Background: an optimization exercise with open tools, aiming at small area and few clock cycles per item. Do not read the settings as production practice. In this exercise RTL edits were held to simulation tests only and were not proved equivalent to the original.

==> flow/design.v (excerpt) <==
module barrel_math_pipe #(
  parameter int H_RES   = 1080,
  parameter int V_RES   = 960,
  parameter int COORD_W = 12,
  parameter int FRAC_W  = 3,
  parameter int K_SHIFT = 24
) (
  input  logic               clk,
  input  logic               reset,
  input  logic               gen_en,
  input  logic [1:0]         mode,
  input  logic [15:0]        k_coef,
  output logic [31:0]        tIn_tdata,
  output logic               tIn_tvalid,
  input  logic               tIn_tready,
  input  logic [31:0]        tOut_tdata,
  input  logic               tOut_tvalid,
  output logic               tOut_tready,
  output logic [31:0]        rCin_tdata,
  output logic [15:0]        rPin_tdata,
  output logic               rCin_tvalid,
  output logic               rPin_tvalid,
  input  logic               rCin_tready,
  input  logic               rPin_tready,
  input  logic [31:0]        rOut_tdata,
  input  logic               rOut_tvalid,
  output logic               rOut_tready,
  output logic [COORD_W-1:0] xOut,
  output logic [COORD_W-1:0] yOut,
  output logic               addr_vld,
  input  logic               mem_ready,
  output logic               clipped,
  output logic               frame_done
);
Size: ~2800 cells after synthesis, about 180 flip-flops, ~200 I/O pins.
clock: 9.0 ns
lec_check: 0
cap_margin: 5
core_margin: 2
core_utilization: 40
cts_buf_list: sky130_fd_sc_hd__clkbuf_8
slew_margin: 5
synth_hierarchical: 1
synth_minimum_keep_size: 0
standard.sh (not shown) runs the stock make flow with config.mk's settings and CLKGATE_MAP_FILE= SYNTH_SCRIPT=/design/flow/synth_recipe.tcl, a recipe that flattens the netlist after the stock synthesis.
==> flow/flow/run.sh <==
#!/bin/bash
# Standard layout with smaller port buffers, and no CTS dummy loads.
# Each ORFS step keeps its own log under orfs/logs/; make's output goes to
# flow_make.log.
set -euo pipefail
bash standard.sh \
  'BUFFER_PORTS_ARGS=-buffer_cell sky130_fd_sc_hd__buf_1' \
  'CTS_ARGS=-sink_clustering_enable -repair_clock_nets -dont_use_dummy_load' \
  finish > flow_make.log 2>&1
Testbench counts at the start, summed over its fixed seeds: cycles 16,016, items 16,000.
Change:
==> flow/flow/run.sh (replaced) <==
#!/bin/bash
# Standard layout with smaller port buffers, no CTS dummy loads and area recovery after
# global routing. Each ORFS step keeps its own log under orfs/logs/; make's output goes to
# flow_make.log.
set -euo pipefail
bash standard.sh \
  'BUFFER_PORTS_ARGS=-buffer_cell sky130_fd_sc_hd__buf_1' \
  'CTS_ARGS=-sink_clustering_enable -repair_clock_nets -dont_use_dummy_load' \
  'RECOVER_POWER=100' \
  finish > flow_make.log 2>&1
- CAP_MARGIN: 5 -> 20
- CTS_BUF_LIST: sky130_fd_sc_hd__clkbuf_8 -> not set
- SLEW_MARGIN: 5 -> 20
What happened:
- This time the run reached the layout checks and failed them: capacitance limit, slew limit
- sequential share of layout area is about the same
- cell area is about the same
- final cell count does not change
Change:
==> flow/run.sh (new file) <==
#!/bin/bash
# synth_recipe.tcl (not shown) runs the flow's synth.tcl, then flattens the netlist and writes it again
# the make line also repeats each setting of config.mk as NAME=value (left out here)
make -C /OpenROAD-flow-scripts/flow DESIGN_CONFIG=/design/flow/config.mk WORK_HOME=/design/flow/orfs CLKGATE_MAP_FILE= SYNTH_SCRIPT=/design/flow/synth_recipe.tcl finish
removed: flow/flow/run.sh
removed: flow/standard.sh
- The changed run finished clean
- register-to-register slack is worse by 0.11 ns
- core utilization grows by 2.5 points
- final area increases by a few percent
- worst setup slack got worse by 0.11 ns
- sequential share of layout area fell by 0.86 points
- global-route usage climbs by 1.0 points
- final cell count increases slightly
- routed wire length increases by a little under a tenth
- clock-buffer cell count stays the same
Change:
==> flow/flow/run.sh (new file) <==
#!/bin/bash
# Standard layout with smaller port buffers, and no CTS dummy loads.
# Each ORFS step keeps its own log under orfs/logs/; make's output goes to
# flow_make.log.
set -euo pipefail
bash standard.sh \
  'BUFFER_PORTS_ARGS=-buffer_cell sky130_fd_sc_hd__buf_1' \
  'CTS_ARGS=-sink_clustering_enable -repair_clock_nets -dont_use_dummy_load' \
  finish > flow_make.log 2>&1
==> flow/standard.sh (new file) <==
#!/bin/bash
# synth_recipe.tcl (not shown) runs the flow's synth.tcl, then flattens the netlist and writes it again
# the make line also repeats each setting of config.mk as NAME=value (left out here)
make -C /OpenROAD-flow-scripts/flow DESIGN_CONFIG=/design/flow/config.mk WORK_HOME=/design/flow/orfs CLKGATE_MAP_FILE= SYNTH_SCRIPT=/design/flow/synth_recipe.tcl "${@:-finish}"
removed: flow/run.sh
The changed run produced a clean layout.
Worst setup slack improved by 0.099 ns.
Wire length drops by 6.7%.
Synthesized area is unchanged.
Sequential cell count does not change.
Change:
- CTS_BUF_LIST: not set -> sky130_fd_sc_hd__clkbuf_8
After rerunning: Clock-buffer cell count is unchanged. Hold slack is unchanged. Area after synthesis is unchanged. Wire length is unchanged.

-- static timing again, ports no longer ideal --
In the flow no input, the clock included, has a driving cell. The finished layouts below were timed again as built, in two steps.
Step 1 (the two cells are an assumption about what drives the block):
set clk [get_ports {clk}]
set_driving_cell -lib_cell sky130_fd_sc_hd__clkbuf_16 $clk
set_driving_cell -lib_cell sky130_fd_sc_hd__buf_2 [delete_from_list [all_inputs] $clk]
Step 2 moves the port delays by t, midway between the first and last clock arrival at a register: inputs arrive t later, outputs are due t later. That takes back most of the time a late clock gives input paths.
a / b / c = no drivers / after step 1 / after step 2; a / b = the first two.
| run | shift t [ns] | setup WS [ns] | clock arrival spread, ns |
|---|---|---|---|
| the first run | 0.520 | 0.405 / 0.353 / 0.455 | 0.041 / 0.041 |
| the second run | 0.520 | 0.417 / 0.410 / 0.417 | 0.041 / 0.041 |
| the third run | 0.542 | 0.306 / 0.253 / 0.315 | 0.025 / 0.025 |
| the fourth run | 0.520 | 0.405 / 0.353 / 0.455 | 0.041 / 0.041 |
| the fifth run | 0.520 | 0.405 / 0.353 / 0.455 | 0.041 / 0.041 |
